This design comes from an exercise in tuning for small area and few clock cycles on the open sky130 flow, not from production work.
The RTL was checked by simulation tests, not by an equivalence proof against the original design.
Power is estimated from default activity; no workload was simulated.

Design bracket_quote_value_checker_core, start of the top module:
module bracket_quote_value_checker_core (
   input  logic        clock,
   input  logic        reset,
   input  logic        req_valid,
   output logic        req_ready,
   input  logic [7:0]  req_text_byte,
   input  logic        req_end_of_text,
   output logic        rsp_valid,
   input  logic        rsp_ready,
   output logic        rsp_has_byte,
   output logic [7:0]  rsp_value_byte,
   output logic        rsp_terminated,
   output logic [3:0]  rsp_error_code,
   output logic [15:0] rsp_error_pos,
   output logic [15:0] rsp_error_len,
   output logic        rsp_last_result,
   input  logic        csr_valid,
   output logic        csr_ready,
   input  logic        csr_at_mode
);
   logic        bv_ff;
   logic [7:0]  bb_ff;
   logic        be_ff;
   logic        at_mode_ff;
   logic [15:0] off_ff, off_in;
   logic [15:0] qstart_ff;
   logic [4:0]  top_ff, top_in;
   logic [1:0]  quote_ff, quote_in;
   logic [6:0]  la_ff, la_in;
   logic        qopen;
   logic [17:0] stk_ff [16];
   logic [17:0] top_ent;
   logic [1:0]  top_kind;
   logic [15:0] top_pos;
   logic        push, pop;
   logic        sh_push, sh_pop, sh_hold;
   logic [17:0] stk_in [16];
   logic [7:0]  b;
   logic        is_blank, is_open, is_close, kind_match;
   logic [1:0]  b_kind;
   logic        depth_zero, depth_full;
   logic [15:0] off_inc;
   logic        res, last;
   logic        o_has, o_term;
   logic [7:0]  o_byte;
   logic [3:0]  o_code;
   logic        sel_off, sel_q, sel_t, sel_d;
   logic [15:0] sub_x, diff;
   logic        take, consume, step;
   assign b          = bb_ff;
   assign depth_zero = top_ff[4];
   assign depth_full = (top_ff == 5'd15);
   assign off_inc    = off_ff + 16'd1;
   assign is_blank   = (b == bqvc_pkg::CH_SPACE) || (b == bqvc_pkg::CH_TAB) || (b == bqvc_pkg::CH_LF) ||
                       (b == bqvc_pkg::CH_VT) || (b == bqvc_pkg::CH_FF) || (b == bqvc_pkg::CH_CR);
   assign is_open    = (b == bqvc_pkg::CH_LPAREN) || (b == bqvc_pkg::CH_LBRACK) || (b == bqvc_pkg::CH_LBRACE);
   assign is_close   = (b == bqvc_pkg::CH_RPAREN) || (b == bqvc_pkg::CH_RBRACK) || (b == bqvc_pkg::CH_RBRACE);
   assign b_kind     = (b == bqvc_pkg::CH_LPAREN || b == bqvc_pkg::CH_RPAREN) ? 2'd0 :
  ...
==> flow/config.mk <==
export PLATFORM = sky130hd
export DESIGN_NAME = bracket_quote_value_checker_core
export DESIGN_NICKNAME = bracket_quote_value_checker_core
export VERILOG_FILES = /design/flow/design.v
export SDC_FILE = /design/flow/constraint.sdc
export NUM_CORES = 4
export LEC_CHECK = 0
export CAP_MARGIN = 20
export CORE_MARGIN = 2
export CORE_UTILIZATION = 70
export CTS_CLUSTER_DIAMETER = 100
export CTS_CLUSTER_SIZE = 30
export PLACE_DENSITY = 0.9
export SLEW_MARGIN = 20
==> flow/constraint.sdc <==
create_clock -name core_clock -period 6.0 [get_ports {clock}]
set_input_delay 1.2000 -clock core_clock [delete_from_list [all_inputs] [get_ports {clock}]]
set_output_delay 1.2000 -clock core_clock [all_outputs]
set_load 0.01 [all_outputs]
standard.sh (not shown) runs the stock make flow with config.mk's settings and CLKGATE_MAP_FILE= SYNTH_SCRIPT=/design/flow/synth_recipe.tcl, a recipe that flattens the netlist after the stock synthesis.
==> flow/flow/run.sh <==
#!/bin/bash
# The standard layout, with three changes:
#  - synthesis maps the logic with an area-oriented ABC script (flow/abc_map.script) in
#    place of ORFS's abc_speed.script; everything else in synthesis, and every register,
#    is as in the standard synthesis (the scripts folder is an unchanged copy otherwise);
#  - the port buffers are the smallest plain buffer (buffer_ports otherwise picks a delay cell);
#  - clock tree synthesis adds no dummy loads.
# The make output goes to standard.log; each ORFS step keeps its own log under orfs/logs/.
set -euo pipefail
rm -rf scripts_abc
cp -r "$FLOW_HOME/scripts" scripts_abc
cp flow/abc_map.script scripts_abc/abc_speed.script
bash standard.sh \
  SCRIPTS_DIR="$PWD/scripts_abc" \
  BUFFER_PORTS_ARGS="-buffer_cell sky130_fd_sc_hd__buf_1" \
  CTS_ARGS="-sink_clustering_enable -repair_clock_nets -sink_clustering_size 30 -sink_clustering_max_diameter 100 -dont_use_dummy_load" \
  finish > standard.log 2>&1
==> flow/flow/abc_map.script <==
&get -n
&st
&dch
&nf -a
&st
&syn2
&synch2
&nf -a
&st
&dch
&nf -a
&put
topo
stime -c
The starting point finished clean.
Testbench counts at the start, summed over its fixed seeds: cycles 43,956.
Next try:
--- a/flow/config.mk
+++ b/flow/config.mk
@@ -10 +10 @@
-export CORE_UTILIZATION = 70
+export CORE_UTILIZATION = 65
@@ -13 +13,2 @@
-export PLACE_DENSITY = 0.9
+export GPL_ROUTABILITY_DRIVEN = 0
+export PLACE_DENSITY = 0.85
What happened: Sequential share of layout area barely changes; worst setup slack gets worse by 0.020 ns; clock-buffer cell count stays the same.
Next try:
==> flow/flow/run.sh (replaced) <==
#!/bin/bash
# The standard layout, with two changes: the port buffers are the smallest plain buffer
# (buffer_ports otherwise picks a delay cell), and clock tree synthesis adds no dummy loads.
# The make output goes to standard.log; each ORFS step keeps its own log under orfs/logs/.
set -euo pipefail
bash standard.sh \
  BUFFER_PORTS_ARGS="-buffer_cell sky130_fd_sc_hd__buf_1" \
  CTS_ARGS="-sink_clustering_enable -repair_clock_nets -sink_clustering_size 30 -sink_clustering_max_diameter 100 -dont_use_dummy_load" \
  finish > standard.log 2>&1
--- a/flow/config.mk
+++ b/flow/config.mk
@@ -10 +10 @@
-export CORE_UTILIZATION = 65
+export CORE_UTILIZATION = 75
@@ -13,2 +13 @@
-export GPL_ROUTABILITY_DRIVEN = 0
-export PLACE_DENSITY = 0.85
+export PLACE_DENSITY = 0.92
removed: flow/flow/abc_map.script
What happened:
- The new run completed with no timing, DRC or antenna violations
- non-clock buffer count falls by 21
- clock skew rises by 0.019 ns
- sequential share of layout area falls by 1.1 points
- combinational power falls by 60%
- cell count rises by 1.3%
Next try:
--- a/flow/flow/run.sh
+++ b/flow/flow/run.sh
@@ -8 +8 @@
-  CTS_ARGS="-sink_clustering_enable -repair_clock_nets -sink_clustering_size 30 -sink_clustering_max_diameter 100 -dont_use_dummy_load" \
+  CTS_ARGS="-sink_clustering_enable -repair_clock_nets -sink_clustering_size 20 -sink_clustering_max_diameter 60 -dont_use_dummy_load -buf_list sky130_fd_sc_hd__clkbuf_8" \
--- a/flow/config.mk
+++ b/flow/config.mk
@@ -10 +10 @@
-export CORE_UTILIZATION = 75
+export CORE_UTILIZATION = 65
@@ -13 +13 @@
-export PLACE_DENSITY = 0.92
+export PLACE_DENSITY = 0.85
Effect: Via count came out lower by 1.4%. Area after synthesis stays the same. Final area is about the same. Worst hold slack got worse by 0.0031 ns. Global-route usage came out lower by 3.6 points.

[static timing again, ports no longer ideal]
No port has a modelled driver above. Below, the same layouts with a new extraction and two added sets of constraints. Step 1, drivers: a clkbuf_16 drives clock and a buf_2 each remaining input, both assumed. Step 2 adds t to the input delays and takes it off the output delays; t is the mean of the earliest and latest rising clock arrival at the registers after step 1. Input paths then give back, and output paths get back, about the clock's delay inside the block. a / b / c = ideal ports / drivers / drivers and shift; a / b = the first two.
run	t, ns	setup WS [ns]	clock arrival spread, ns	slew at the worst register clock pin (ns)	worst data-port slew with drivers (ns)
the first run	0.537	0.183 / 0.138 / 0.675	0.034 / 0.034	0.11 / 0.11	0.05
the second run	0.526	0.163 / 0.117 / 0.643	0.028 / 0.029	0.11 / 0.11	0.05
the third run	0.530	0.722 / 0.676 / 1.205	0.043 / 0.043	0.11 / 0.11	0.04
the fourth run	0.583	0.551 / 0.507 / 1.089	0.073 / 0.073	0.12 / 0.12	0.04
After both steps setup and hold are still met in every run listed.
